From an optimization exercise on the open Yosys and OpenROAD flow, aimed at small area, a short achievable clock period and few clock cycles; shortcuts taken in it are not production practice. No functional check of the RTL was part of any run shown here.

==> flow/design.v, too long to show whole: its modules and the start of the top module <==
// module segment_convex_polygon_hit: 633 lines
module segment_convex_polygon_hit #(
	parameter int MAX_VERTICES = scph_pkg::MAX_VERTICES_DEF
) (
	input  logic                          clk,
	input  logic                          arst_n,
	input  logic                          req_valid,
	output logic                          req_stall,
	input  scph_pkg::req_t                req,
	output logic                          rsp_valid,
	input  logic                          rsp_stall,
	output scph_pkg::rsp_t                rsp,
	input  logic                          cfg_valid,
	output logic                          cfg_ready,
	input  logic [scph_pkg::CFG_BITS-1:0] cfg_data
);
  // ...
==> flow/run.sh <==
#!/bin/bash
# synth_recipe.tcl (not shown) runs the flow's synth.tcl, then flattens the netlist and writes it again
# the make line also repeats each setting of config.mk as NAME=value (left out here)
make -C /OpenROAD-flow-scripts/flow DESIGN_CONFIG=/design/flow/config.mk WORK_HOME=/design/flow/orfs CLKGATE_MAP_FILE= SYNTH_SCRIPT=/design/flow/synth_recipe.tcl finish
==> flow/config.mk <==
export PLATFORM = sky130hd
export DESIGN_NAME = segment_convex_polygon_hit
export DESIGN_NICKNAME = segment_convex_polygon_hit
export VERILOG_FILES = /design/flow/design.v
export SDC_FILE = /design/flow/constraint.sdc
export NUM_CORES = 4
export LEC_CHECK = 0
export CAP_MARGIN = 20
export CORE_MARGIN = 2
export CORE_UTILIZATION = 40
export SETUP_SLACK_MARGIN = 3.7
export SLEW_MARGIN = 20
export TNS_END_PERCENT = 5
==> flow/constraint.sdc <==
create_clock -name core_clock -period 7.5 [get_ports {clk}]
set_input_delay 1.5000 -clock core_clock [delete_from_list [all_inputs] [get_ports {clk}]]
set_output_delay 1.5000 -clock core_clock [all_outputs]
set_load 0.01 [all_outputs]
==> results.yml, run 1 <==
placement:
  placed_cells: 15000
  placed_area_sq_um: 125000
finish:
  clock_buffers: 229
  seq_share_pct: 27.8
  fillers: 27300
  seq_area_sq_um: 38600
  inverters: 1833
clock_tree:
  cts_sinks: 1542
  path_clk_slew_ns: 0.06
  numCtsBuffers: 177
  post_cts_buffers: 344
  root_buffer: "clkbuf_16"
timing:
  rsz0062_at_grt: "true"
  fmax_ghz: 0.228
  fin_ws_ns: 3.12
setup_path:
  crit_buf_inv: 6
  critical_path_class: "reg -> reg"
  arrival_ns: 5.09
  cp_slowest_cell: "fa_1"
  worstPathCellList: "buf_4, inv_6, buf_4, xnor2_1, fa_1, inv_1, fa_1, inv_1, fa_1, fa_1, inv_1, fa_1"
hold_path:
  hp-start: "mo_yd[22]$_DFF_P_"
  whs_path_depth: 0
yosys:
  synth-compound-area-share_pct: 9.82
  synthAdderAreaFrac_pct: 29.1
  synth.ff_latch_count: 1542
  synth.area.top_cells: "fa_1, edfxtp_1, dfxtp_1"
route:
  drt-total-wl_um: 424000
  met3RoutedLength_um: 48500
  vias: 86900
  vias_per_cell: 5.53
status:
  run_status: "finished clean"
floorplanning:
  ios: 84
  row_count: 201
==> run 2: changes to the inputs <==
--- a/flow/design.v
+++ b/flow/design.v
@@ -105,23 +105,29 @@
 	logic                          stall_q;
 	logic                          acc;
 	logic [4:0]                    n_used;
 	assign cfg_ready = 1'b1;
 	assign req_stall = stall_q;
 	assign acc       = req_valid && !stall_q;
 	assign n_used    = (vcount_q > 5'd16) ? 5'd16 : vcount_q;
 	logic [2*CB-1:0] mem [16];
+	logic            wr_v;
+	logic [3:0]      wr_idx;
+	logic [2*CB-1:0] wr_data;
 	always_ff @(posedge clk) begin
-		if (acc && req.op == scph_pkg::OP_WRITE) begin
-			mem[req.vertex_index] <= {req.coord_x, req.coord_y};
+		wr_idx  <= req.vertex_index;
+		wr_data <= {req.coord_x, req.coord_y};
+		if (wr_v) begin
+			mem[wr_idx] <= wr_data;
 		end
 	end
 	logic          f_v, f_q, f_first, f_last, f_odd, f_n3;
 	logic [2:0]    f_k, f_kl;
+	logic [7:0]    f_oh;           
 	logic signed [CB-1:0] ox_q, oy_q, dx_q, dy_q;
 	logic          nf_v, nf_q, nf_first, nf_last;
 	logic          q_new;
 	assign q_new = req.op == scph_pkg::OP_QUERY && n_used >= 5'd2;
 	always_comb begin
 		nf_v     = 1'b0;
 		nf_q     = 1'b0;
 		nf_first = 1'b0;
@@ -143,18 +149,24 @@
 			oy_q <= req.coord_y;
 			dx_q <= req.dir_x;
 			dy_q <= req.dir_y;
 		end
 	end
 	logic [2*CB-1:0]       f_ve, f_vo;
 	logic signed [CB-1:0]  f_vex, f_vey, f_vox, f_voy;
 	logic signed [WB-1:0]  fe_x, fe_y, fo_x, fo_y;
-	assign f_ve  = mem[{f_k, 1'b0}];
-	assign f_vo  = mem[{f_k, 1'b1}];
+	always_comb begin
+		f_ve = '0;
+		f_vo = '0;
+		for (int i = 0; i < 8; i++) begin
+			f_ve = f_ve | ({(2*CB){f_oh[i]}} & mem[2*i]);
+			f_vo = f_vo | ({(2*CB){f_oh[i]}} & mem[2*i+1]);
+		end
+	end
 	assign f_vex = f_ve[2*CB-1:CB];
 	assign f_vey = f_ve[CB-1:0];
 	assign f_vox = f_vo[2*CB-1:CB];
 	assign f_voy = f_vo[CB-1:0];
 	assign fe_x  = WB'(f_vex) - WB'(ox_q);
 	assign fe_y  = WB'(f_vey) - WB'(oy_q);
 	assign fo_x  = WB'(f_vox) - WB'(ox_q);
 	assign fo_y  = WB'(f_voy) - WB'(oy_q);
@@ -191,18 +203,16 @@
 		end
 		if (f_v && f_q && f_first) begin
 			h_x  <= fe_x;
 			h_yd <= fe_yd;
 			mdxd <= benc16(dx_q);
 			mdyd <= benc16(dy_q);
 		end
 	end
-	logic [SB-2:0] m_sA0, m_sA1, m_sA2, m_sB0, m_sB1, m_sB2;
-	logic [UB-1:0] m_uE0, m_uE1, m_uE2, m_uO0, m_uO1, m_uO2;
 	logic [17:0] sAd_p0, sAd_p1, sAd_p2, sAd_p3, sAd_p4, sAd_p5, sAd_p6, sAd_p7, sAd_p8;
 	assign sAd_p0 = brow(aA_x, bA_yd[0], bA_yd[1], bA_yd[2]);
 	assign sAd_p1 = brow(aA_x, bA_yd[3], bA_yd[4], bA_yd[5]);
 	assign sAd_p2 = brow(aA_x, bA_yd[6], bA_yd[7], bA_yd[8]);
 	assign sAd_p3 = brow(aA_x, bA_yd[9], bA_yd[10], bA_yd[11]);
 	assign sAd_p4 = brow(aA_x, bA_yd[12], bA_yd[13], bA_yd[14]);
 	assign sAd_p5 = brow(aA_x, bA_yd[15], bA_yd[16], bA_yd[17]);
 	assign sAd_p6 = brow(aA_x, bA_yd[18], bA_yd[19], bA_yd[20]);
@@ -213,17 +223,17 @@
 	assign sAd_n1 = brow(bA_x, aA_yd[3], aA_yd[4], !aA_yd[5]);
 	assign sAd_n2 = brow(bA_x, aA_yd[6], aA_yd[7], !aA_yd[8]);
 	assign sAd_n3 = brow(bA_x, aA_yd[9], aA_yd[10], !aA_yd[11]);
 	assign sAd_n4 = brow(bA_x, aA_yd[12], aA_yd[13], !aA_yd[14]);
 	assign sAd_n5 = brow(bA_x, aA_yd[15], aA_yd[16], !aA_yd[17]);
 	assign sAd_n6 = brow(bA_x, aA_yd[18], aA_yd[19], !aA_yd[20]);
 	assign sAd_n7 = brow(bA_x, aA_yd[21], aA_yd[22], !aA_yd[23]);
 	assign sAd_n8 = brow(bA_x, aA_yd[24], aA_yd[25], !aA_yd[26]);
-	logic [34:0] sAd_t_l1_0, sAd_t_l1_1, sAd_t_l1_2, sAd_t_l1_3, sAd_t_l1_4, sAd_t_l1_5, sAd_t_l1_6, sAd_t_l1_7, sAd_t_l1_8, sAd_t_l1_9, sAd_t_l1_10, sAd_t_l1_11, sAd_t_l2_0, sAd_t_l2_1, sAd_t_l2_2, sAd_t_l2_3, sAd_t_l2_4, sAd_t_l2_5, sAd_t_l2_6, sAd_t_l2_7, sAd_t_l3_0, sAd_t_l3_1, sAd_t_l3_2, sAd_t_l3_3, sAd_t_l3_4, sAd_t_l3_5, sAd_t_l4_0, sAd_t_l4_1, sAd_t_l4_2, sAd_t_l4_3, sAd_t_l5_0, sAd_t_l5_1;
+	logic [34:0] sAd_t_l1_0, sAd_t_l1_1, sAd_t_l1_2, sAd_t_l1_3, sAd_t_l1_4, sAd_t_l1_5, sAd_t_l1_6, sAd_t_l1_7, sAd_t_l1_8, sAd_t_l1_9, sAd_t_l1_10, sAd_t_l1_11, sAd_t_l2_0, sAd_t_l2_1, sAd_t_l2_2, sAd_t_l2_3, sAd_t_l2_4, sAd_t_l2_5, sAd_t_l2_6, sAd_t_l2_7, sAd_t_l3_0, sAd_t_l3_1, sAd_t_l3_2, sAd_t_l3_3, sAd_t_l3_4, sAd_t_l3_5, sAd_t_l4_0, sAd_t_l4_1, sAd_t_l4_2, sAd_t_l4_3;
 	assign sAd_t_l1_0 = (35'(sAd_p0) << 0) ^ ((35'(sAd_p1) << 2) | (35'(bA_yd[2]) << 0)) ^ ((35'(sAd_p2) << 4) | (35'(bA_yd[5]) << 2));
 	assign sAd_t_l1_1 = (((35'(sAd_p0) << 0) & ((35'(sAd_p1) << 2) | (35'(bA_yd[2]) << 0))) | ((35'(sAd_p0) << 0) & ((35'(sAd_p2) << 4) | (35'(bA_yd[5]) << 2))) | (((35'(sAd_p1) << 2) | (35'(bA_yd[2]) << 0)) & ((35'(sAd_p2) << 4) | (35'(bA_yd[5]) << 2)))) << 1;
 	assign sAd_t_l1_2 = ((35'(sAd_p3) << 6) | (35'(bA_yd[8]) << 4)) ^ ((35'(sAd_p4) << 8) | (35'(bA_yd[11]) << 6)) ^ ((35'(sAd_p5) << 10) | (35'(bA_yd[14]) << 8));
 	assign sAd_t_l1_3 = ((((35'(sAd_p3) << 6) | (35'(bA_yd[8]) << 4)) & ((35'(sAd_p4) << 8) | (35'(bA_yd[11]) << 6))) | (((35'(sAd_p3) << 6) | (35'(bA_yd[8]) << 4)) & ((35'(sAd_p5) << 10) | (35'(bA_yd[14]) << 8))) | (((35'(sAd_p4) << 8) | (35'(bA_yd[11]) << 6)) & ((35'(sAd_p5) << 10) | (35'(bA_yd[14]) << 8)))) << 1;
 	assign sAd_t_l1_4 = ((35'(sAd_p6) << 12) | (35'(bA_yd[17]) << 10)) ^ ((35'(sAd_p7) << 14) | (35'(bA_yd[20]) << 12)) ^ ((35'(sAd_p8) << 16) | (35'(bA_yd[23]) << 14));
 	assign sAd_t_l1_5 = ((((35'(sAd_p6) << 12) | (35'(bA_yd[17]) << 10)) & ((35'(sAd_p7) << 14) | (35'(bA_yd[20]) << 12))) | (((35'(sAd_p6) << 12) | (35'(bA_yd[17]) << 10)) & ((35'(sAd_p8) << 16) | (35'(bA_yd[23]) << 14))) | (((35'(sAd_p7) << 14) | (35'(bA_yd[20]) << 12)) & ((35'(sAd_p8) << 16) | (35'(bA_yd[23]) << 14)))) << 1;
 	assign sAd_t_l1_6 = (35'(sAd_n0) << 0) ^ ((35'(sAd_n1) << 2) | (35'(!aA_yd[2]) << 0)) ^ ((35'(sAd_n2) << 4) | (35'(!aA_yd[5]) << 2));
 	assign sAd_t_l1_7 = (((35'(sAd_n0) << 0) & ((35'(sAd_n1) << 2) | (35'(!aA_yd[2]) << 0))) | ((35'(sAd_n0) << 0) & ((35'(sAd_n2) << 4) | (35'(!aA_yd[5]) << 2))) | (((35'(sAd_n1) << 2) | (35'(!aA_yd[2]) << 0)) & ((35'(sAd_n2) << 4) | (35'(!aA_yd[5]) << 2)))) << 1;
@@ -244,21 +254,21 @@
 	assign sAd_t_l3_2 = sAd_t_l2_3 ^ sAd_t_l2_4 ^ sAd_t_l2_5;
 	assign sAd_t_l3_3 = ((sAd_t_l2_3 & sAd_t_l2_4) | (sAd_t_l2_3 & sAd_t_l2_5) | (sAd_t_l2_4 & sAd_t_l2_5)) << 1;
 	assign sAd_t_l3_4 = sAd_t_l2_6 ^ sAd_t_l2_7 ^ (35'h2aaac0000 | (35'(bA_yd[26] ^ !aA_yd[26]) << 16) | (35'(bA_yd[26] & !aA_yd[26]) << 17));
 	assign sAd_t_l3_5 = ((sAd_t_l2_6 & sAd_t_l2_7) | (sAd_t_l2_6 & (35'h2aaac0000 | (35'(bA_yd[26] ^ !aA_yd[26]) << 16) | (35'(bA_yd[26] & !aA_yd[26]) << 17))) | (sAd_t_l2_7 & (35'h2aaac0000 | (35'(bA_yd[26] ^ !aA_yd[26]) << 16) | (35'(bA_yd[26] & !aA_yd[26]) << 17)))) << 1;
 	assign sAd_t_l4_0 = sAd_t_l3_0 ^ sAd_t_l3_1 ^ sAd_t_l3_2;
 	assign sAd_t_l4_1 = ((sAd_t_l3_0 & sAd_t_l3_1) | (sAd_t_l3_0 & sAd_t_l3_2) | (sAd_t_l3_1 & sAd_t_l3_2)) << 1;
 	assign sAd_t_l4_2 = sAd_t_l3_3 ^ sAd_t_l3_4 ^ sAd_t_l3_5;
 	assign sAd_t_l4_3 = ((sAd_t_l3_3 & sAd_t_l3_4) | (sAd_t_l3_3 & sAd_t_l3_5) | (sAd_t_l3_4 & sAd_t_l3_5)) << 1;
-	assign sAd_t_l5_0 = sAd_t_l4_0 ^ sAd_t_l4_1 ^ sAd_t_l4_2;
-	assign sAd_t_l5_1 = ((sAd_t_l4_0 & sAd_t_l4_1) | (sAd_t_l4_0 & sAd_t_l4_2) | (sAd_t_l4_1 & sAd_t_l4_2)) << 1;
-	assign m_sA0 = sAd_t_l5_0;
-	assign m_sA1 = sAd_t_l5_1;
-	assign m_sA2 = sAd_t_l4_3;
+	logic [34:0] m_sA0, m_sA1, m_sA2, m_sA3;
+	assign m_sA0 = sAd_t_l4_0;
+	assign m_sA1 = sAd_t_l4_1;
+	assign m_sA2 = sAd_t_l4_2;
+	assign m_sA3 = sAd_t_l4_3;
 	logic [17:0] sBd_p0, sBd_p1, sBd_p2, sBd_p3, sBd_p4, sBd_p5, sBd_p6, sBd_p7, sBd_p8;
 	assign sBd_p0 = brow(me_x, bB_yd[0], bB_yd[1], bB_yd[2]);
 	assign sBd_p1 = brow(me_x, bB_yd[3], bB_yd[4], bB_yd[5]);
 	assign sBd_p2 = brow(me_x, bB_yd[6], bB_yd[7], bB_yd[8]);
 	assign sBd_p3 = brow(me_x, bB_yd[9], bB_yd[10], bB_yd[11]);
 	assign sBd_p4 = brow(me_x, bB_yd[12], bB_yd[13], bB_yd[14]);
 	assign sBd_p5 = brow(me_x, bB_yd[15], bB_yd[16], bB_yd[17]);
 	assign sBd_p6 = brow(me_x, bB_yd[18], bB_yd[19], bB_yd[20]);
@@ -269,17 +279,17 @@
 	assign sBd_n1 = brow(bB_x, me_yd[3], me_yd[4], !me_yd[5]);
 	assign sBd_n2 = brow(bB_x, me_yd[6], me_yd[7], !me_yd[8]);
 	assign sBd_n3 = brow(bB_x, me_yd[9], me_yd[10], !me_yd[11]);
 	assign sBd_n4 = brow(bB_x, me_yd[12], me_yd[13], !me_yd[14]);
 	assign sBd_n5 = brow(bB_x, me_yd[15], me_yd[16], !me_yd[17]);
 	assign sBd_n6 = brow(bB_x, me_yd[18], me_yd[19], !me_yd[20]);
 	assign sBd_n7 = brow(bB_x, me_yd[21], me_yd[22], !me_yd[23]);
 	assign sBd_n8 = brow(bB_x, me_yd[24], me_yd[25], !me_yd[26]);
-	logic [34:0] sBd_t_l1_0, sBd_t_l1_1, sBd_t_l1_2, sBd_t_l1_3, sBd_t_l1_4, sBd_t_l1_5, sBd_t_l1_6, sBd_t_l1_7, sBd_t_l1_8, sBd_t_l1_9, sBd_t_l1_10, sBd_t_l1_11, sBd_t_l2_0, sBd_t_l2_1, sBd_t_l2_2, sBd_t_l2_3, sBd_t_l2_4, sBd_t_l2_5, sBd_t_l2_6, sBd_t_l2_7, sBd_t_l3_0, sBd_t_l3_1, sBd_t_l3_2, sBd_t_l3_3, sBd_t_l3_4, sBd_t_l3_5, sBd_t_l4_0, sBd_t_l4_1, sBd_t_l4_2, sBd_t_l4_3, sBd_t_l5_0, sBd_t_l5_1;
+	logic [34:0] sBd_t_l1_0, sBd_t_l1_1, sBd_t_l1_2, sBd_t_l1_3, sBd_t_l1_4, sBd_t_l1_5, sBd_t_l1_6, sBd_t_l1_7, sBd_t_l1_8, sBd_t_l1_9, sBd_t_l1_10, sBd_t_l1_11, sBd_t_l2_0, sBd_t_l2_1, sBd_t_l2_2, sBd_t_l2_3, sBd_t_l2_4, sBd_t_l2_5, sBd_t_l2_6, sBd_t_l2_7, sBd_t_l3_0, sBd_t_l3_1, sBd_t_l3_2, sBd_t_l3_3, sBd_t_l3_4, sBd_t_l3_5, sBd_t_l4_0, sBd_t_l4_1, sBd_t_l4_2, sBd_t_l4_3;
 	assign sBd_t_l1_0 = (35'(sBd_p0) << 0) ^ ((35'(sBd_p1) << 2) | (35'(bB_yd[2]) << 0)) ^ ((35'(sBd_p2) << 4) | (35'(bB_yd[5]) << 2));
 	assign sBd_t_l1_1 = (((35'(sBd_p0) << 0) & ((35'(sBd_p1) << 2) | (35'(bB_yd[2]) << 0))) | ((35'(sBd_p0) << 0) & ((35'(sBd_p2) << 4) | (35'(bB_yd[5]) << 2))) | (((35'(sBd_p1) << 2) | (35'(bB_yd[2]) << 0)) & ((35'(sBd_p2) << 4) | (35'(bB_yd[5]) << 2)))) << 1;
 	assign sBd_t_l1_2 = ((35'(sBd_p3) << 6) | (35'(bB_yd[8]) << 4)) ^ ((35'(sBd_p4) << 8) | (35'(bB_yd[11]) << 6)) ^ ((35'(sBd_p5) << 10) | (35'(bB_yd[14]) << 8));
 	assign sBd_t_l1_3 = ((((35'(sBd_p3) << 6) | (35'(bB_yd[8]) << 4)) & ((35'(sBd_p4) << 8) | (35'(bB_yd[11]) << 6))) | (((35'(sBd_p3) << 6) | (35'(bB_yd[8]) << 4)) & ((35'(sBd_p5) << 10) | (35'(bB_yd[14]) << 8))) | (((35'(sBd_p4) << 8) | (35'(bB_yd[11]) << 6)) & ((35'(sBd_p5) << 10) | (35'(bB_yd[14]) << 8)))) << 1;
 	assign sBd_t_l1_4 = ((35'(sBd_p6) << 12) | (35'(bB_yd[17]) << 10)) ^ ((35'(sBd_p7) << 14) | (35'(bB_yd[20]) << 12)) ^ ((35'(sBd_p8) << 16) | (35'(bB_yd[23]) << 14));
 	assign sBd_t_l1_5 = ((((35'(sBd_p6) << 12) | (35'(bB_yd[17]) << 10)) & ((35'(sBd_p7) << 14) | (35'(bB_yd[20]) << 12))) | (((35'(sBd_p6) << 12) | (35'(bB_yd[17]) << 10)) & ((35'(sBd_p8) << 16) | (35'(bB_yd[23]) << 14))) | (((35'(sBd_p7) << 14) | (35'(bB_yd[20]) << 12)) & ((35'(sBd_p8) << 16) | (35'(bB_yd[23]) << 14)))) << 1;
 	assign sBd_t_l1_6 = (35'(sBd_n0) << 0) ^ ((35'(sBd_n1) << 2) | (35'(!me_yd[2]) << 0)) ^ ((35'(sBd_n2) << 4) | (35'(!me_yd[5]) << 2));
 	assign sBd_t_l1_7 = (((35'(sBd_n0) << 0) & ((35'(sBd_n1) << 2) | (35'(!me_yd[2]) << 0))) | ((35'(sBd_n0) << 0) & ((35'(sBd_n2) << 4) | (35'(!me_yd[5]) << 2))) | (((35'(sBd_n1) << 2) | (35'(!me_yd[2]) << 0)) & ((35'(sBd_n2) << 4) | (35'(!me_yd[5]) << 2)))) << 1;
@@ -300,21 +310,21 @@
 	assign sBd_t_l3_2 = sBd_t_l2_3 ^ sBd_t_l2_4 ^ sBd_t_l2_5;
 	assign sBd_t_l3_3 = ((sBd_t_l2_3 & sBd_t_l2_4) | (sBd_t_l2_3 & sBd_t_l2_5) | (sBd_t_l2_4 & sBd_t_l2_5)) << 1;
 	assign sBd_t_l3_4 = sBd_t_l2_6 ^ sBd_t_l2_7 ^ (35'h2aaac0000 | (35'(bB_yd[26] ^ !me_yd[26]) << 16) | (35'(bB_yd[26] & !me_yd[26]) << 17));
 	assign sBd_t_l3_5 = ((sBd_t_l2_6 & sBd_t_l2_7) | (sBd_t_l2_6 & (35'h2aaac0000 | (35'(bB_yd[26] ^ !me_yd[26]) << 16) | (35'(bB_yd[26] & !me_yd[26]) << 17))) | (sBd_t_l2_7 & (35'h2aaac0000 | (35'(bB_yd[26] ^ !me_yd[26]) << 16) | (35'(bB_yd[26] & !me_yd[26]) << 17)))) << 1;
 	assign sBd_t_l4_0 = sBd_t_l3_0 ^ sBd_t_l3_1 ^ sBd_t_l3_2;
 	assign sBd_t_l4_1 = ((sBd_t_l3_0 & sBd_t_l3_1) | (sBd_t_l3_0 & sBd_t_l3_2) | (sBd_t_l3_1 & sBd_t_l3_2)) << 1;
 	assign sBd_t_l4_2 = sBd_t_l3_3 ^ sBd_t_l3_4 ^ sBd_t_l3_5;
 	assign sBd_t_l4_3 = ((sBd_t_l3_3 & sBd_t_l3_4) | (sBd_t_l3_3 & sBd_t_l3_5) | (sBd_t_l3_4 & sBd_t_l3_5)) << 1;
-	assign sBd_t_l5_0 = sBd_t_l4_0 ^ sBd_t_l4_1 ^ sBd_t_l4_2;
-	assign sBd_t_l5_1 = ((sBd_t_l4_0 & sBd_t_l4_1) | (sBd_t_l4_0 & sBd_t_l4_2) | (sBd_t_l4_1 & sBd_t_l4_2)) << 1;
-	assign m_sB0 = sBd_t_l5_0;
-	assign m_sB1 = sBd_t_l5_1;
-	assign m_sB2 = sBd_t_l4_3;
+	logic [34:0] m_sB0, m_sB1, m_sB2, m_sB3;
+	assign m_sB0 = sBd_t_l4_0;
+	assign m_sB1 = sBd_t_l4_1;
+	assign m_sB2 = sBd_t_l4_2;
+	assign m_sB3 = sBd_t_l4_3;
 	logic [17:0] uEd_p0, uEd_p1, uEd_p2, uEd_p3, uEd_p4, uEd_p5, uEd_p6, uEd_p7;
 	assign uEd_p0 = brow(me_y, mdxd[0], mdxd[1], mdxd[2]);
 	assign uEd_p1 = brow(me_y, mdxd[3], mdxd[4], mdxd[5]);
 	assign uEd_p2 = brow(me_y, mdxd[6], mdxd[7], mdxd[8]);
 	assign uEd_p3 = brow(me_y, mdxd[9], mdxd[10], mdxd[11]);
 	assign uEd_p4 = brow(me_y, mdxd[12], mdxd[13], mdxd[14]);
 	assign uEd_p5 = brow(me_y, mdxd[15], mdxd[16], mdxd[17]);
 	assign uEd_p6 = brow(me_y, mdxd[18], mdxd[19], mdxd[20]);
@@ -323,17 +333,17 @@
 	assign uEd_n0 = brow(me_x, mdyd[0], mdyd[1], !mdyd[2]);
 	assign uEd_n1 = brow(me_x, mdyd[3], mdyd[4], !mdyd[5]);
 	assign uEd_n2 = brow(me_x, mdyd[6], mdyd[7], !mdyd[8]);
 	assign uEd_n3 = brow(me_x, mdyd[9], mdyd[10], !mdyd[11]);
 	assign uEd_n4 = brow(me_x, mdyd[12], mdyd[13], !mdyd[14]);
 	assign uEd_n5 = brow(me_x, mdyd[15], mdyd[16], !mdyd[17]);
 	assign uEd_n6 = brow(me_x, mdyd[18], mdyd[19], !mdyd[20]);
 	assign uEd_n7 = brow(me_x, mdyd[21], mdyd[22], !mdyd[23]);
-	logic [32:0] uEd_t_l1_0, uEd_t_l1_1, uEd_t_l1_2, uEd_t_l1_3, uEd_t_l1_4, uEd_t_l1_5, uEd_t_l1_6, uEd_t_l1_7, uEd_t_l1_8, uEd_t_l1_9, uEd_t_l2_0, uEd_t_l2_1, uEd_t_l2_2, uEd_t_l2_3, uEd_t_l2_4, uEd_t_l2_5, uEd_t_l2_6, uEd_t_l2_7, uEd_t_l3_0, uEd_t_l3_1, uEd_t_l3_2, uEd_t_l3_3, uEd_t_l4_0, uEd_t_l4_1, uEd_t_l4_2, uEd_t_l4_3, uEd_t_l5_0, uEd_t_l5_1;
+	logic [32:0] uEd_t_l1_0, uEd_t_l1_1, uEd_t_l1_2, uEd_t_l1_3, uEd_t_l1_4, uEd_t_l1_5, uEd_t_l1_6, uEd_t_l1_7, uEd_t_l1_8, uEd_t_l1_9, uEd_t_l2_0, uEd_t_l2_1, uEd_t_l2_2, uEd_t_l2_3, uEd_t_l2_4, uEd_t_l2_5, uEd_t_l2_6, uEd_t_l2_7, uEd_t_l3_0, uEd_t_l3_1, uEd_t_l3_2, uEd_t_l3_3, uEd_t_l4_0, uEd_t_l4_1, uEd_t_l4_2, uEd_t_l4_3;
 	assign uEd_t_l1_0 = (33'(uEd_p0) << 0) ^ ((33'(uEd_p1) << 2) | (33'(mdxd[2]) << 0)) ^ ((33'(uEd_p2) << 4) | (33'(mdxd[5]) << 2));
 	assign uEd_t_l1_1 = (((33'(uEd_p0) << 0) & ((33'(uEd_p1) << 2) | (33'(mdxd[2]) << 0))) | ((33'(uEd_p0) << 0) & ((33'(uEd_p2) << 4) | (33'(mdxd[5]) << 2))) | (((33'(uEd_p1) << 2) | (33'(mdxd[2]) << 0)) & ((33'(uEd_p2) << 4) | (33'(mdxd[5]) << 2)))) << 1;
 	assign uEd_t_l1_2 = ((33'(uEd_p3) << 6) | (33'(mdxd[8]) << 4)) ^ ((33'(uEd_p4) << 8) | (33'(mdxd[11]) << 6)) ^ ((33'(uEd_p5) << 10) | (33'(mdxd[14]) << 8));
 	assign uEd_t_l1_3 = ((((33'(uEd_p3) << 6) | (33'(mdxd[8]) << 4)) & ((33'(uEd_p4) << 8) | (33'(mdxd[11]) << 6))) | (((33'(uEd_p3) << 6) | (33'(mdxd[8]) << 4)) & ((33'(uEd_p5) << 10) | (33'(mdxd[14]) << 8))) | (((33'(uEd_p4) << 8) | (33'(mdxd[11]) << 6)) & ((33'(uEd_p5) << 10) | (33'(mdxd[14]) << 8)))) << 1;
 	assign uEd_t_l1_4 = ((33'(uEd_p6) << 12) | (33'(mdxd[17]) << 10)) ^ ((33'(uEd_p7) << 14) | (33'(mdxd[20]) << 12)) ^ (33'(uEd_n0) << 0);
 	assign uEd_t_l1_5 = ((((33'(uEd_p6) << 12) | (33'(mdxd[17]) << 10)) & ((33'(uEd_p7) << 14) | (33'(mdxd[20]) << 12))) | (((33'(uEd_p6) << 12) | (33'(mdxd[17]) << 10)) & (33'(uEd_n0) << 0)) | (((33'(uEd_p7) << 14) | (33'(mdxd[20]) << 12)) & (33'(uEd_n0) << 0))) << 1;
 	assign uEd_t_l1_6 = ((33'(uEd_n1) << 2) | (33'(!mdyd[2]) << 0)) ^ ((33'(uEd_n2) << 4) | (33'(!mdyd[5]) << 2)) ^ ((33'(uEd_n3) << 6) | (33'(!mdyd[8]) << 4));
 	assign uEd_t_l1_7 = ((((33'(uEd_n1) << 2) | (33'(!mdyd[2]) << 0)) & ((33'(uEd_n2) << 4) | (33'(!mdyd[5]) << 2))) | (((33'(uEd_n1) << 2) | (33'(!mdyd[2]) << 0)) & ((33'(uEd_n3) << 6) | (33'(!mdyd[8]) << 4))) | (((33'(uEd_n2) << 4) | (33'(!mdyd[5]) << 2)) & ((33'(uEd_n3) << 6) | (33'(!mdyd[8]) << 4)))) << 1;
@@ -350,21 +360,21 @@
 	assign uEd_t_l3_0 = uEd_t_l2_0 ^ uEd_t_l2_1 ^ uEd_t_l2_2;
 	assign uEd_t_l3_1 = ((uEd_t_l2_0 & uEd_t_l2_1) | (uEd_t_l2_0 & uEd_t_l2_2) | (uEd_t_l2_1 & uEd_t_l2_2)) << 1;
 	assign uEd_t_l3_2 = uEd_t_l2_3 ^ uEd_t_l2_4 ^ uEd_t_l2_5;
 	assign uEd_t_l3_3 = ((uEd_t_l2_3 & uEd_t_l2_4) | (uEd_t_l2_3 & uEd_t_l2_5) | (uEd_t_l2_4 & uEd_t_l2_5)) << 1;
 	assign uEd_t_l4_0 = uEd_t_l3_0 ^ uEd_t_l3_1 ^ uEd_t_l3_2;
 	assign uEd_t_l4_1 = ((uEd_t_l3_0 & uEd_t_l3_1) | (uEd_t_l3_0 & uEd_t_l3_2) | (uEd_t_l3_1 & uEd_t_l3_2)) << 1;
 	assign uEd_t_l4_2 = uEd_t_l3_3 ^ uEd_t_l2_6 ^ uEd_t_l2_7;
 	assign uEd_t_l4_3 = ((uEd_t_l3_3 & uEd_t_l2_6) | (uEd_t_l3_3 & uEd_t_l2_7) | (uEd_t_l2_6 & uEd_t_l2_7)) << 1;
-	assign uEd_t_l5_0 = uEd_t_l4_0 ^ uEd_t_l4_1 ^ uEd_t_l4_2;
-	assign uEd_t_l5_1 = ((uEd_t_l4_0 & uEd_t_l4_1) | (uEd_t_l4_0 & uEd_t_l4_2) | (uEd_t_l4_1 & uEd_t_l4_2)) << 1;
-	assign m_uE0 = uEd_t_l5_0;
-	assign m_uE1 = uEd_t_l5_1;
-	assign m_uE2 = uEd_t_l4_3;
+	logic [32:0] m_uE0, m_uE1, m_uE2, m_uE3;
+	assign m_uE0 = uEd_t_l4_0;
+	assign m_uE1 = uEd_t_l4_1;
+	assign m_uE2 = uEd_t_l4_2;
+	assign m_uE3 = uEd_t_l4_3;
 	logic [17:0] uOd_p0, uOd_p1, uOd_p2, uOd_p3, uOd_p4, uOd_p5, uOd_p6, uOd_p7;
 	assign uOd_p0 = brow(mo_y, mdxd[0], mdxd[1], mdxd[2]);
 	assign uOd_p1 = brow(mo_y, mdxd[3], mdxd[4], mdxd[5]);
 	assign uOd_p2 = brow(mo_y, mdxd[6], mdxd[7], mdxd[8]);
 	assign uOd_p3 = brow(mo_y, mdxd[9], mdxd[10], mdxd[11]);
 	assign uOd_p4 = brow(mo_y, mdxd[12], mdxd[13], mdxd[14]);
 	assign uOd_p5 = brow(mo_y, mdxd[15], mdxd[16], mdxd[17]);
 	assign uOd_p6 = brow(mo_y, mdxd[18], mdxd[19], mdxd[20]);
@@ -373,17 +383,17 @@
 	assign uOd_n0 = brow(mo_x, mdyd[0], mdyd[1], !mdyd[2]);
 	assign uOd_n1 = brow(mo_x, mdyd[3], mdyd[4], !mdyd[5]);
 	assign uOd_n2 = brow(mo_x, mdyd[6], mdyd[7], !mdyd[8]);
 	assign uOd_n3 = brow(mo_x, mdyd[9], mdyd[10], !mdyd[11]);
 	assign uOd_n4 = brow(mo_x, mdyd[12], mdyd[13], !mdyd[14]);
 	assign uOd_n5 = brow(mo_x, mdyd[15], mdyd[16], !mdyd[17]);
 	assign uOd_n6 = brow(mo_x, mdyd[18], mdyd[19], !mdyd[20]);
 	assign uOd_n7 = brow(mo_x, mdyd[21], mdyd[22], !mdyd[23]);
-	logic [32:0] uOd_t_l1_0, uOd_t_l1_1, uOd_t_l1_2, uOd_t_l1_3, uOd_t_l1_4, uOd_t_l1_5, uOd_t_l1_6, uOd_t_l1_7, uOd_t_l1_8, uOd_t_l1_9, uOd_t_l2_0, uOd_t_l2_1, uOd_t_l2_2, uOd_t_l2_3, uOd_t_l2_4, uOd_t_l2_5, uOd_t_l2_6, uOd_t_l2_7, uOd_t_l3_0, uOd_t_l3_1, uOd_t_l3_2, uOd_t_l3_3, uOd_t_l4_0, uOd_t_l4_1, uOd_t_l4_2, uOd_t_l4_3, uOd_t_l5_0, uOd_t_l5_1;
+	logic [32:0] uOd_t_l1_0, uOd_t_l1_1, uOd_t_l1_2, uOd_t_l1_3, uOd_t_l1_4, uOd_t_l1_5, uOd_t_l1_6, uOd_t_l1_7, uOd_t_l1_8, uOd_t_l1_9, uOd_t_l2_0, uOd_t_l2_1, uOd_t_l2_2, uOd_t_l2_3, uOd_t_l2_4, uOd_t_l2_5, uOd_t_l2_6, uOd_t_l2_7, uOd_t_l3_0, uOd_t_l3_1, uOd_t_l3_2, uOd_t_l3_3, uOd_t_l4_0, uOd_t_l4_1, uOd_t_l4_2, uOd_t_l4_3;
 	assign uOd_t_l1_0 = (33'(uOd_p0) << 0) ^ ((33'(uOd_p1) << 2) | (33'(mdxd[2]) << 0)) ^ ((33'(uOd_p2) << 4) | (33'(mdxd[5]) << 2));
 	assign uOd_t_l1_1 = (((33'(uOd_p0) << 0) & ((33'(uOd_p1) << 2) | (33'(mdxd[2]) << 0))) | ((33'(uOd_p0) << 0) & ((33'(uOd_p2) << 4) | (33'(mdxd[5]) << 2))) | (((33'(uOd_p1) << 2) | (33'(mdxd[2]) << 0)) & ((33'(uOd_p2) << 4) | (33'(mdxd[5]) << 2)))) << 1;
 	assign uOd_t_l1_2 = ((33'(uOd_p3) << 6) | (33'(mdxd[8]) << 4)) ^ ((33'(uOd_p4) << 8) | (33'(mdxd[11]) << 6)) ^ ((33'(uOd_p5) << 10) | (33'(mdxd[14]) << 8));
 	assign uOd_t_l1_3 = ((((33'(uOd_p3) << 6) | (33'(mdxd[8]) << 4)) & ((33'(uOd_p4) << 8) | (33'(mdxd[11]) << 6))) | (((33'(uOd_p3) << 6) | (33'(mdxd[8]) << 4)) & ((33'(uOd_p5) << 10) | (33'(mdxd[14]) << 8))) | (((33'(uOd_p4) << 8) | (33'(mdxd[11]) << 6)) & ((33'(uOd_p5) << 10) | (33'(mdxd[14]) << 8)))) << 1;
 	assign uOd_t_l1_4 = ((33'(uOd_p6) << 12) | (33'(mdxd[17]) << 10)) ^ ((33'(uOd_p7) << 14) | (33'(mdxd[20]) << 12)) ^ (33'(uOd_n0) << 0);
 	assign uOd_t_l1_5 = ((((33'(uOd_p6) << 12) | (33'(mdxd[17]) << 10)) & ((33'(uOd_p7) << 14) | (33'(mdxd[20]) << 12))) | (((33'(uOd_p6) << 12) | (33'(mdxd[17]) << 10)) & (33'(uOd_n0) << 0)) | (((33'(uOd_p7) << 14) | (33'(mdxd[20]) << 12)) & (33'(uOd_n0) << 0))) << 1;
 	assign uOd_t_l1_6 = ((33'(uOd_n1) << 2) | (33'(!mdyd[2]) << 0)) ^ ((33'(uOd_n2) << 4) | (33'(!mdyd[5]) << 2)) ^ ((33'(uOd_n3) << 6) | (33'(!mdyd[8]) << 4));
 	assign uOd_t_l1_7 = ((((33'(uOd_n1) << 2) | (33'(!mdyd[2]) << 0)) & ((33'(uOd_n2) << 4) | (33'(!mdyd[5]) << 2))) | (((33'(uOd_n1) << 2) | (33'(!mdyd[2]) << 0)) & ((33'(uOd_n3) << 6) | (33'(!mdyd[8]) << 4))) | (((33'(uOd_n2) << 4) | (33'(!mdyd[5]) << 2)) & ((33'(uOd_n3) << 6) | (33'(!mdyd[8]) << 4)))) << 1;
@@ -400,54 +410,86 @@
 	assign uOd_t_l3_0 = uOd_t_l2_0 ^ uOd_t_l2_1 ^ uOd_t_l2_2;
 	assign uOd_t_l3_1 = ((uOd_t_l2_0 & uOd_t_l2_1) | (uOd_t_l2_0 & uOd_t_l2_2) | (uOd_t_l2_1 & uOd_t_l2_2)) << 1;
 	assign uOd_t_l3_2 = uOd_t_l2_3 ^ uOd_t_l2_4 ^ uOd_t_l2_5;
 	assign uOd_t_l3_3 = ((uOd_t_l2_3 & uOd_t_l2_4) | (uOd_t_l2_3 & uOd_t_l2_5) | (uOd_t_l2_4 & uOd_t_l2_5)) << 1;
 	assign uOd_t_l4_0 = uOd_t_l3_0 ^ uOd_t_l3_1 ^ uOd_t_l3_2;
 	assign uOd_t_l4_1 = ((uOd_t_l3_0 & uOd_t_l3_1) | (uOd_t_l3_0 & uOd_t_l3_2) | (uOd_t_l3_1 & uOd_t_l3_2)) << 1;
 	assign uOd_t_l4_2 = uOd_t_l3_3 ^ uOd_t_l2_6 ^ uOd_t_l2_7;
 	assign uOd_t_l4_3 = ((uOd_t_l3_3 & uOd_t_l2_6) | (uOd_t_l3_3 & uOd_t_l2_7) | (uOd_t_l2_6 & uOd_t_l2_7)) << 1;
-	assign uOd_t_l5_0 = uOd_t_l4_0 ^ uOd_t_l4_1 ^ uOd_t_l4_2;
-	assign uOd_t_l5_1 = ((uOd_t_l4_0 & uOd_t_l4_1) | (uOd_t_l4_0 & uOd_t_l4_2) | (uOd_t_l4_1 & uOd_t_l4_2)) << 1;
-	assign m_uO0 = uOd_t_l5_0;
-	assign m_uO1 = uOd_t_l5_1;
-	assign m_uO2 = uOd_t_l4_3;
+	logic [32:0] m_uO0, m_uO1, m_uO2, m_uO3;
+	assign m_uO0 = uOd_t_l4_0;
+	assign m_uO1 = uOd_t_l4_1;
+	assign m_uO2 = uOd_t_l4_2;
+	assign m_uO3 = uOd_t_l4_3;
 	logic                 c1_q, c1_first, c1_av, c1_awrap, c1_bwrap, c1_rv, c1_rq, c1_n3;
-	logic [SB-2:0]        c1_sA0, c1_sA1, c1_sA2, c1_sB0, c1_sB1, c1_sB2;
-	logic [UB-1:0]        c1_uE0, c1_uE1, c1_uE2, c1_uO0, c1_uO1, c1_uO2;
-	logic [SB-2:0]        c1_sAx, c1_sAc, c1_sBx, c1_sBc;
-	logic [UB-1:0]        c1_uEx, c1_uEc, c1_uOx, c1_uOc;
-	logic signed [SB-2:0] c1_sA, c1_sB;
-	logic signed [UB-1:0] c1_uE, c1_uO;
+	logic [34:0] c1_sA0, c1_sA1, c1_sA2, c1_sA3, c1_sAx, c1_sAc;
+	logic signed [34:0] c1_sA;
 	always_ff @(posedge clk) begin
 		c1_sA0 <= m_sA0;
 		c1_sA1 <= m_sA1;
 		c1_sA2 <= m_sA2;
+		c1_sA3 <= m_sA3;
+	end
+	logic [34:0] c1_sAt_l1_0, c1_sAt_l1_1, c1_sAt_l2_0, c1_sAt_l2_1;
+	assign c1_sAt_l1_0 = c1_sA0 ^ c1_sA1 ^ c1_sA2;
+	assign c1_sAt_l1_1 = ((c1_sA0 & c1_sA1) | (c1_sA0 & c1_sA2) | (c1_sA1 & c1_sA2)) << 1;
+	assign c1_sAt_l2_0 = c1_sAt_l1_0 ^ c1_sAt_l1_1 ^ c1_sA3;
+	assign c1_sAt_l2_1 = ((c1_sAt_l1_0 & c1_sAt_l1_1) | (c1_sAt_l1_0 & c1_sA3) | (c1_sAt_l1_1 & c1_sA3)) << 1;
+	assign c1_sAx = c1_sAt_l2_0;
+	assign c1_sAc = c1_sAt_l2_1;
+	assign c1_sA = c1_sAx + c1_sAc;
+	logic [34:0] c1_sB0, c1_sB1, c1_sB2, c1_sB3, c1_sBx, c1_sBc;
+	logic signed [34:0] c1_sB;
+	always_ff @(posedge clk) begin
 		c1_sB0 <= m_sB0;
 		c1_sB1 <= m_sB1;
 		c1_sB2 <= m_sB2;
+		c1_sB3 <= m_sB3;
+	end
+	logic [34:0] c1_sBt_l1_0, c1_sBt_l1_1, c1_sBt_l2_0, c1_sBt_l2_1;
+	assign c1_sBt_l1_0 = c1_sB0 ^ c1_sB1 ^ c1_sB2;
+	assign c1_sBt_l1_1 = ((c1_sB0 & c1_sB1) | (c1_sB0 & c1_sB2) | (c1_sB1 & c1_sB2)) << 1;
+	assign c1_sBt_l2_0 = c1_sBt_l1_0 ^ c1_sBt_l1_1 ^ c1_sB3;
+	assign c1_sBt_l2_1 = ((c1_sBt_l1_0 & c1_sBt_l1_1) | (c1_sBt_l1_0 & c1_sB3) | (c1_sBt_l1_1 & c1_sB3)) << 1;
+	assign c1_sBx = c1_sBt_l2_0;
+	assign c1_sBc = c1_sBt_l2_1;
+	assign c1_sB = c1_sBx + c1_sBc;
+	logic [32:0] c1_uE0, c1_uE1, c1_uE2, c1_uE3, c1_uEx, c1_uEc;
+	logic signed [32:0] c1_uE;
+	always_ff @(posedge clk) begin
 		c1_uE0 <= m_uE0;
 		c1_uE1 <= m_uE1;
 		c1_uE2 <= m_uE2;
+		c1_uE3 <= m_uE3;
+	end
+	logic [32:0] c1_uEt_l1_0, c1_uEt_l1_1, c1_uEt_l2_0, c1_uEt_l2_1;
+	assign c1_uEt_l1_0 = c1_uE0 ^ c1_uE1 ^ c1_uE2;
+	assign c1_uEt_l1_1 = ((c1_uE0 & c1_uE1) | (c1_uE0 & c1_uE2) | (c1_uE1 & c1_uE2)) << 1;
+	assign c1_uEt_l2_0 = c1_uEt_l1_0 ^ c1_uEt_l1_1 ^ c1_uE3;
+	assign c1_uEt_l2_1 = ((c1_uEt_l1_0 & c1_uEt_l1_1) | (c1_uEt_l1_0 & c1_uE3) | (c1_uEt_l1_1 & c1_uE3)) << 1;
+	assign c1_uEx = c1_uEt_l2_0;
+	assign c1_uEc = c1_uEt_l2_1;
+	assign c1_uE = c1_uEx + c1_uEc;
+	logic [32:0] c1_uO0, c1_uO1, c1_uO2, c1_uO3, c1_uOx, c1_uOc;
+	logic signed [32:0] c1_uO;
+	always_ff @(posedge clk) begin
 		c1_uO0 <= m_uO0;
 		c1_uO1 <= m_uO1;
 		c1_uO2 <= m_uO2;
+		c1_uO3 <= m_uO3;
 	end
-	assign c1_sAx = c1_sA0 ^ c1_sA1 ^ c1_sA2;
-	assign c1_sAc = ((c1_sA0 & c1_sA1) | (c1_sA0 & c1_sA2) | (c1_sA1 & c1_sA2)) << 1;
-	assign c1_sBx = c1_sB0 ^ c1_sB1 ^ c1_sB2;
-	assign c1_sBc = ((c1_sB0 & c1_sB1) | (c1_sB0 & c1_sB2) | (c1_sB1 & c1_sB2)) << 1;
-	assign c1_uEx = c1_uE0 ^ c1_uE1 ^ c1_uE2;
-	assign c1_uEc = ((c1_uE0 & c1_uE1) | (c1_uE0 & c1_uE2) | (c1_uE1 & c1_uE2)) << 1;
-	assign c1_uOx = c1_uO0 ^ c1_uO1 ^ c1_uO2;
-	assign c1_uOc = ((c1_uO0 & c1_uO1) | (c1_uO0 & c1_uO2) | (c1_uO1 & c1_uO2)) << 1;
-	assign c1_sA  = c1_sAx + c1_sAc;
-	assign c1_sB  = c1_sBx + c1_sBc;
-	assign c1_uE  = c1_uEx + c1_uEc;
-	assign c1_uO  = c1_uOx + c1_uOc;
+	logic [32:0] c1_uOt_l1_0, c1_uOt_l1_1, c1_uOt_l2_0, c1_uOt_l2_1;
+	assign c1_uOt_l1_0 = c1_uO0 ^ c1_uO1 ^ c1_uO2;
+	assign c1_uOt_l1_1 = ((c1_uO0 & c1_uO1) | (c1_uO0 & c1_uO2) | (c1_uO1 & c1_uO2)) << 1;
+	assign c1_uOt_l2_0 = c1_uOt_l1_0 ^ c1_uOt_l1_1 ^ c1_uO3;
+	assign c1_uOt_l2_1 = ((c1_uOt_l1_0 & c1_uOt_l1_1) | (c1_uOt_l1_0 & c1_uO3) | (c1_uOt_l1_1 & c1_uO3)) << 1;
+	assign c1_uOx = c1_uOt_l2_0;
+	assign c1_uOc = c1_uOt_l2_1;
+	assign c1_uO = c1_uOx + c1_uOc;
 	logic                 c2_q, c2_first, c2_av, c2_awrap, c2_bwrap, c2_rv, c2_rq, c2_n3;
 	logic signed [SB-2:0] c2_sA, c2_sB;
 	logic signed [UB-1:0] c2_uE, c2_uO, c2_uOp, c2_uH;
 	logic                 c2_sAneg, c2_sAzero, c2_sBneg, c2_sBzero;
 	logic                 c2_uEneg, c2_uEzero, c2_uOneg, c2_uOzero;
 	logic                 c2_uOpneg, c2_uOpzero, c2_uHneg, c2_uHzero;
 	logic                 out_o_q, out_e_q, hit_q;
 	always_ff @(posedge clk) begin
@@ -561,23 +603,25 @@
 				fifo_d[i] <= push_d;
 			end
 		end
 	end
 	always_ff @(posedge clk or negedge arst_n) begin
 		if (!arst_n) begin
 			vcount_q   <= '0;
 			stall_q    <= 1'b0;
+			wr_v       <= 1'b0;
 			f_v        <= 1'b0;
 			f_q        <= 1'b0;
 			f_first    <= 1'b0;
 			f_last     <= 1'b0;
 			f_odd      <= 1'b0;
 			f_n3       <= 1'b0;
 			f_k        <= '0;
+			f_oh       <= 8'd1;
 			f_kl       <= '0;
 			m_v        <= 1'b0;
 			m_q        <= 1'b0;
 			m_first    <= 1'b0;
 			m_last     <= 1'b0;
 			m_odd      <= 1'b0;
 			m_n3       <= 1'b0;
 			m_wrapa    <= 1'b0;
@@ -611,24 +655,27 @@
 			out_e_q    <= 1'b0;
 			hit_q      <= 1'b0;
 			fifo_v     <= '0;
 			inflight_q <= '0;
 		end else begin
 			if (cfg_valid) begin
 				vcount_q <= cfg_data;
 			end
+			wr_v <= acc && req.op == scph_pkg::OP_WRITE;
 			f_v     <= nf_v;
 			f_q     <= nf_q;
 			f_first <= nf_first;
 			f_last  <= nf_last;
 			if (f_v && f_q && !f_last) begin
-				f_k <= f_k + 3'd1;
+				f_k  <= f_k + 3'd1;
+				f_oh <= {f_oh[6:0], 1'b0};
 			end else begin
 				f_k   <= '0;
+				f_oh  <= 8'd1;
 				f_kl  <= 3'((n_used - 5'd1) >> 1);
 				f_odd <= n_used[0];
 				f_n3  <= n_used >= 5'd3;
 			end
 			m_v     <= f_v && f_last;
 			m_q     <= f_v && f_q;
 			m_first <= f_first;
 			m_last  <= f_last;
==> flow/config.mk (replaced) <==
export PLATFORM = sky130hd
export DESIGN_NAME = segment_convex_polygon_hit
export DESIGN_NICKNAME = segment_convex_polygon_hit
export VERILOG_FILES = /design/flow/design.v
export SDC_FILE = /design/flow/constraint.sdc
export NUM_CORES = 4
export LEC_CHECK = 0
export CAP_MARGIN = 20
export CORE_MARGIN = 2
export CORE_UTILIZATION = 40
export SETUP_SLACK_MARGIN = 4.0
export SLEW_MARGIN = 20
export TNS_END_PERCENT = 5
==> results.yml, run 2 <==
setup_path:
  critical_path_class: "reg -> reg"
  reg2reg_from: "c1_sA0[3]$_DFF_P_"
  startpoint_type: "flop"
  required_ns: 8.31
  worstPathMaxFanout: 5
  rr_endpoint: "c2_sA[33]$_DFF_P_"
  arrival_ns: 5.09
  worstRegToRegCells: 13
  endpoint_kind: "flop"
  reg2reg_slack_ns: 3.22
global_routing:
  grt_pass1_vias: 87900
  antenna_found_initial: 15
  grt-ovfl-total: 0
  grt_max_degree: 58
  grt_pass1_wl_um: 619000
  grt_use_total_pct: 27.4
route:
  met1_length_um: 176000
  vias_per_cell: 5.60
  ant_nets: 0
  firstDrtPassIters: 7
  met3RoutedLength_um: 51600
  wl_per_cell_um: 27.6
  route.met2.wl_um: 182000
  drt-total-wl_um: 436000
  drt_iter0_markers: 11000
  drc_errors: 0
  routed.top_layer: "met5"
  vias: 88300
finish:
  final_cell_mix: "inv_1, a22oi_1, xnor2_1, fa_1, nor2_1"
  drive_gt1_share_pct: 12.8
  fin_nets: 13700
  layout_commonest_cell: "inv_1"
  largest_reg_flops: 512
  area_delta_synth_final_pct: 14.6
  largest_register: "mem"
  fillers: 27700
timing:
  setup_tns_ns: 0
  slew_violations: 0
  fmax_ghz: 0.233
  hold_viol: 0
  rsz0062_at_grt: "true"
  fin_ws_ns: 3.22
  layout_min_cycle_time_ns: 4.28
  clock_skew_ns: 0.116
  finalCritPeriodShare_pct: 57.1
  setup_viol: 0
  tightest_slew_ns: 1.11
  slew_headroom_pct: 26.1
  holdWs_ns: 0.327
yosys:
  synth-seq-area-share_pct: 34.1
  ys_warn_count: 2
  synth.ff_latch_count: 1703
  synth_edf_count: 717
  synth_top_area_share_pct: 18.8
  synthDistinctLibCells: 81
  synth_flop_cell: "dfxtp_1"
  synth.area.top_cells: "fa_1, edfxtp_1, dfxtp_1"
  syn-instance-count: 11600
  synth.net_count: 13800
  yosys-top-cells-count: "inv_1, a22oi_1, xnor2_1"
  yosysTopAreaCell: "fa_1"
  yosysMostFrequentCell: "inv_1"
  avgSynthCellArea_sq_um: 10.5
  synthArstFlopShare_pct: 4.40
  synth_area_sq_um: 122000
clock_tree:
  numCtsBuffers: 185
  cts_sinks: 1703
  cts_tree: "done"
  path_clk_slew_ns: 0.06
  cts_htree_levels: 4
  clockBufferDepth: 4
  clock_latency_ns: 0.94
  root_buffer: "clkbuf_16"
floorplanning:
  die-width_um: 557
  dieHeight_um: 557
  ios: 84
  dieArea_sq_um: 310000
  row_count: 202
  core_area_sq_um: 304000
  start_util_pct: 40.3
hold_path:
  whs_path_depth: 0
  min_to: "aA_yd[6]$_DFF_P_"
  hp-class: "reg -> reg"
  hp-start: "mo_yd[6]$_DFF_P_"
job:
  max_cap_viol_count: 0
status:
  run_status: "finished clean"
placement:
  numPortBuffers: 82
  pre_cts_ws_ns: 2.89
  dp_hpwl_um: 306000
  gp_congestion: 0.953
[run 2: timing repair]
action / in CTS / in global routing
hold buffers: 0 / 0
pin swaps: 110 / 160
cloned: 27 / 8
endpoints found under the setup margin: 555 / 504
gates resized for setup: 299 / 530
buffers inserted: 152 / 145
[run 2: final cells by class]
| cell class | instances | area [sq um] | share of cell area, % |
|---|---|---|---|
| clock buffer | 252 | 5320 | 3.80 |
| sequential | 1703 | 41900 | 29.9 |
| timing repair buffer | 595 | 6410 | 4.57 |
| multi-input combinational | 7458 | 74400 | 53.1 |
| clock inverter | 81 | 980 | 0.699 |
| antenna | 7 | 17.5 | 0.0125 |
| tap | 4080 | 5100 | 3.64 |
| inverter | 1596 | 6000 | 4.28 |
[run 2: worst max-delay path by stage]
stage	start	end	slack [ns]	cells past startpoint
3_5_place_dp	f_oh[1]$_DFF_PN0_	bB_yd[22]$_DFF_P_	2.89	13
6_report	c1_sA0[3]$_DFF_P_	c2_sA[33]$_DFF_P_	3.22	13
4_1_cts	c1_sA0[3]$_DFF_P_	c2_sA[31]$_DFF_P_	3.24	13
5_1_grt	c1_sA0[3]$_DFF_P_	c2_sA[33]$_DFF_P_	3.10	13
2_1_floorplan	c1_sA0[12]$_DFF_P_	c2_sA[33]$_DFF_P_	3.61	12
3_3_place_gp	f_oh[1]$_DFF_PN0_	bA_yd[15]$_DFF_P_	2.95	13
[run 2: per-stage QoR]
step | area [sq um] | util (%) | std cells
4_1_cts | 137000 | 45.1 | 15600
5_1_grt | 140000 | 46.2 | 15800
3_3_place_gp | 127000 | 41.8 | 15100
6_report | 140000 | 46.2 | 15800
3_5_place_dp | 127000 | 41.8 | 15100
2_1_floorplan | 123000 | - | 11600
[run 2: metal layers]
layer	track usage, %	up-vias
li1	-	38200
met1	36.8	44000
met2	39.9	5171
met3	8.03	973
met4	13.9	8
met5	0	-
[run 2: kinds of logic (layout without fill, tap and decap cells)]
family | after synthesis | in the layout | synth area share, %
AO/OA/AOI/OAI | 1943 | 1943 | 11.4
adder cells (fa/ha/maj) | 2131 | 2131 | 28.8
flip-flops | 1703 | 1703 | 34.1
multiplexers | 77 | 77 | 0.681
XOR/XNOR | 1533 | 1533 | 11.0
buffers and inverters | 2443 | 2524 | 7.51
other | 1 | 8 | 0.00307
AND/OR/NAND/NOR | 1771 | 1773 | 6.48
[run 2: worst max-delay path, cell delays in order (launching register included)]
cell	delay [ns]
dfxtp_2	0.32
fa_1	0.58
ha_4	0.22
ha_4	0.16
fa_2	0.34
a211o_1	0.32
a21oi_2	0.22
a211oi_2	0.12
o31ai_2	0.37
a31oi_2	0.17
o41a_1	0.35
a221o_1	0.40
or4_1	0.52
nand3_1	0.09
==> run 3: changes to the inputs <==
--- a/flow/config.mk
+++ b/flow/config.mk
@@ -8,5 +8,6 @@
 export CAP_MARGIN = 20
 export CORE_MARGIN = 2
-export CORE_UTILIZATION = 40
+export CORE_UTILIZATION = 55
+export PLACE_DENSITY = 0.65
 export SETUP_SLACK_MARGIN = 4.0
 export SLEW_MARGIN = 20
==> results.yml, run 3 <==
finish:
  utilization_pct: 62.7
  area_delta_synth_final_pct: 13.7
  largest_register: "mem"
  fin_area_sq_um: 139000
  final_cell_mix: "inv_1, a22oi_1, xnor2_1, fa_1, nor2_1"
  layout_commonest_cell: "inv_1"
  drive_gt1_share_pct: 12.1
  layoutNonFillerInstCount: 14700
  largest_reg_flops: 512
  fin_nets: 13800
clock_tree:
  cts_htree_levels: 4
  cts_sinks: 1703
  cts_tree: "done"
  clock_latency_ns: 0.91
  root_buffer: "clkbuf_16"
  hold_buffers: 0
  path_clk_slew_ns: 0.06
  numCtsBuffers: 183
  clockBufferDepth: 3
timing:
  fmax_ghz: 0.240
  clock_skew_ns: 0.0785
  layout_min_cycle_time_ns: 4.17
  slew_violations: 0
  setup_tns_ns: 0
  tightest_slew_ns: 1.21
  setup_viol: 0
  slew_headroom_pct: 18.4
  fin_ws_ns: 3.33
  holdWs_ns: 0.330
  rsz0062_at_grt: "true"
  finalCritPeriodShare_pct: 55.6
  hold_viol: 0
setup_path:
  cp_common_cell: "fa_1"
  critical_path_class: "reg -> reg"
  startpoint_type: "flop"
  worstPathCellList: "clkinv_1, xnor2_1, fa_1, inv_1, fa_1, inv_1, fa_1, inv_1, fa_1"
  cpPeakStageDelay_ns: 0.89
  worstRegToRegCells: 9
  arrival_ns: 4.89
  endpoint_kind: "flop"
  worstPathMaxFanout: 15
  cp_slowest_cell: "clkinv_1"
  required_ns: 8.22
floorplanning:
  start_util_pct: 55.1
  row_count: 173
  core_area_sq_um: 222000
  ios: 84
  die-width_um: 475
  dieHeight_um: 475
  dieArea_sq_um: 226000
route:
  vias: 89300
  ant_nets: 0
  drc_errors: 0
  drt-total-wl_um: 432000
  vias_per_cell: 6.06
  wl_per_cell_um: 29.3
  firstDrtPassIters: 7
  drt_iter0_markers: 11800
yosys:
  synthArstFlopShare_pct: 4.40
  yosys-top-cells-count: "inv_1, a22oi_1, xnor2_1"
  yosysTopAreaCell: "fa_1"
  ys_warn_count: 2
  synthDistinctLibCells: 81
  synth-seq-area-share_pct: 34.1
  synth_edf_count: 717
  synth.area.top_cells: "fa_1, edfxtp_1, dfxtp_1"
  yosysMostFrequentCell: "inv_1"
  avgSynthCellArea_sq_um: 10.5
  synth.net_count: 13800
  syn-instance-count: 11600
  synth_flop_cell: "dfxtp_1"
  synth.ff_latch_count: 1703
  synth_area_sq_um: 122000
  synth_top_area_share_pct: 18.8
placement:
  pre_cts_ws_ns: 2.82
  placed_area_sq_um: 125000
  numPortBuffers: 82
  placed_cells: 14000
  dp_hpwl_um: 299000
  gp_congestion: 0.969
global_routing:
  grt_max_degree: 76
  grt_use_total_pct: 37.5
  grt_pass1_vias: 87900
  grt-ovfl-total: 0
  antenna_found_initial: 24
  grt_pass1_wl_um: 613000
status:
  run_status: "finished clean"
job:
  max_cap_viol_count: 0
hold_path:
  whs_path_depth: 0
  hp-class: "reg -> reg"
-- run 3: changes by cell type in the layout (fill, tap and decap cells not counted), sizes merged --
cell	change
buf	+36
bufbuf	-3
bufinv	+3
clkbuf	-7
clkinv	+25
clkinvlp	+2
diode	+15
inv	-11
nor2b	+4
-- run 3: logic make-up (layout without fill, tap and decap cells) --
kind of cell	Yosys count	after routing	share of synthesized area, %
compound gates	1943	1943	11.4
mux	77	77	0.681
other cells	1	23	0.00307
simple gates	1771	1777	6.48
xor+xnor	1533	1533	11.0
fa+ha+maj	2131	2131	28.8
buf+inv	2443	2569	7.51
flops	1703	1703	34.1
-- run 3: timing repair --
item                                    in CTS  in global routing
endpoints found under the setup margin     543                531
cloned                                      26                 12
buffers inserted                           198                154
pin swaps                                   96                116
resized for setup                          334                390
-- run 3: final cells by class --
type                            instances  area [sq um]
Timing Repair Buffer                  634          6730
Fill cell                           17900         82700
Sequential cell                      1703         41800
Clock inverter                        100          1400
Inverter                             1596          6010
Clock buffer                          239          5110
Tap cell                             2975          3720
Antenna cell                           22          55.1
Multi-Input combinational cell       7462         74100
-- run 3: path summary, 6_finish.rpt --
| path | from | endpoint | slack, ns |
|---|---|---|---|
| hold reg to reg | mo_yd[9]$_DFF_P_ | aA_yd[9]$_DFF_P_ | 0.33 |
| min in group asynchronous | arst_n | c1_n3$_DFF_PN0_ | 0.63 |
| max in group asynchronous | arst_n | c3_n3$_DFF_PN0_ | 6.23 |
| setup reg to reg | mdyd[5]$_DFFE_PP_ | c1_uE0[19]$_DFF_P_ | 3.33 |
| setup / recovery | mdyd[5]$_DFFE_PP_ | c1_uE0[19]$_DFF_P_ | 3.33 |
| hold / removal | mo_yd[9]$_DFF_P_ | aA_yd[9]$_DFF_P_ | 0.33 |
-- run 3: critical path: cells and delay by family, from the launching register on --
family | cells | cell delay [ns]
xor+xnor | 1 | 0.46
fa+ha+maj | 4 | 2.02
buf+inv | 4 | 1.09
flops | 1 | 0.45
-- run 3: routing by layer --
metal / wire, um / GRT usage [%] / share of wire [%] / up-vias
met4: 27600 / 19.1 / 6.4 / 6
met1: 172000 / 51.8 / 40 / 44100
met5: 174 / 0.469 / 0.040 / -
met2: 174000 / 52.5 / 40 / 5781
li1: - / - / - / 38300
met3: 57200 / 12.2 / 13 / 1155

static timing again, ports no longer ideal:
How much do the figures lean on ideal ports? The routed layouts below were timed once more, with nothing changed but the port constraints. Step 1: set_driving_cell puts a clkbuf_16 on clk and a buf_2 on each other input, an assumption about the parent block. Step 2 moves the port delays by t, midway between the first and last clock arrival at a register: inputs arrive t later, outputs are due t later. That takes back most of the time a late clock gives input paths. a / b / c = ideal / step 1 / step 2; a / b = the first two.
run | t (ns) | setup WS [ns] | latest minus earliest clock arrival (ns)
run 1 | 0.954 | 3.121 / 3.121 / 3.121 | 0.127 / 0.127
run 2 | 0.990 | 3.216 / 3.216 / 3.216 | 0.144 / 0.144
run 3 | 0.981 | 3.332 / 3.332 / 3.331 | 0.095 / 0.095
After both steps setup and hold are still met in every run listed. The setup slack of run 3, which loses most, moves by 0.000 ns with the drivers and by -0.001 ns with both steps.
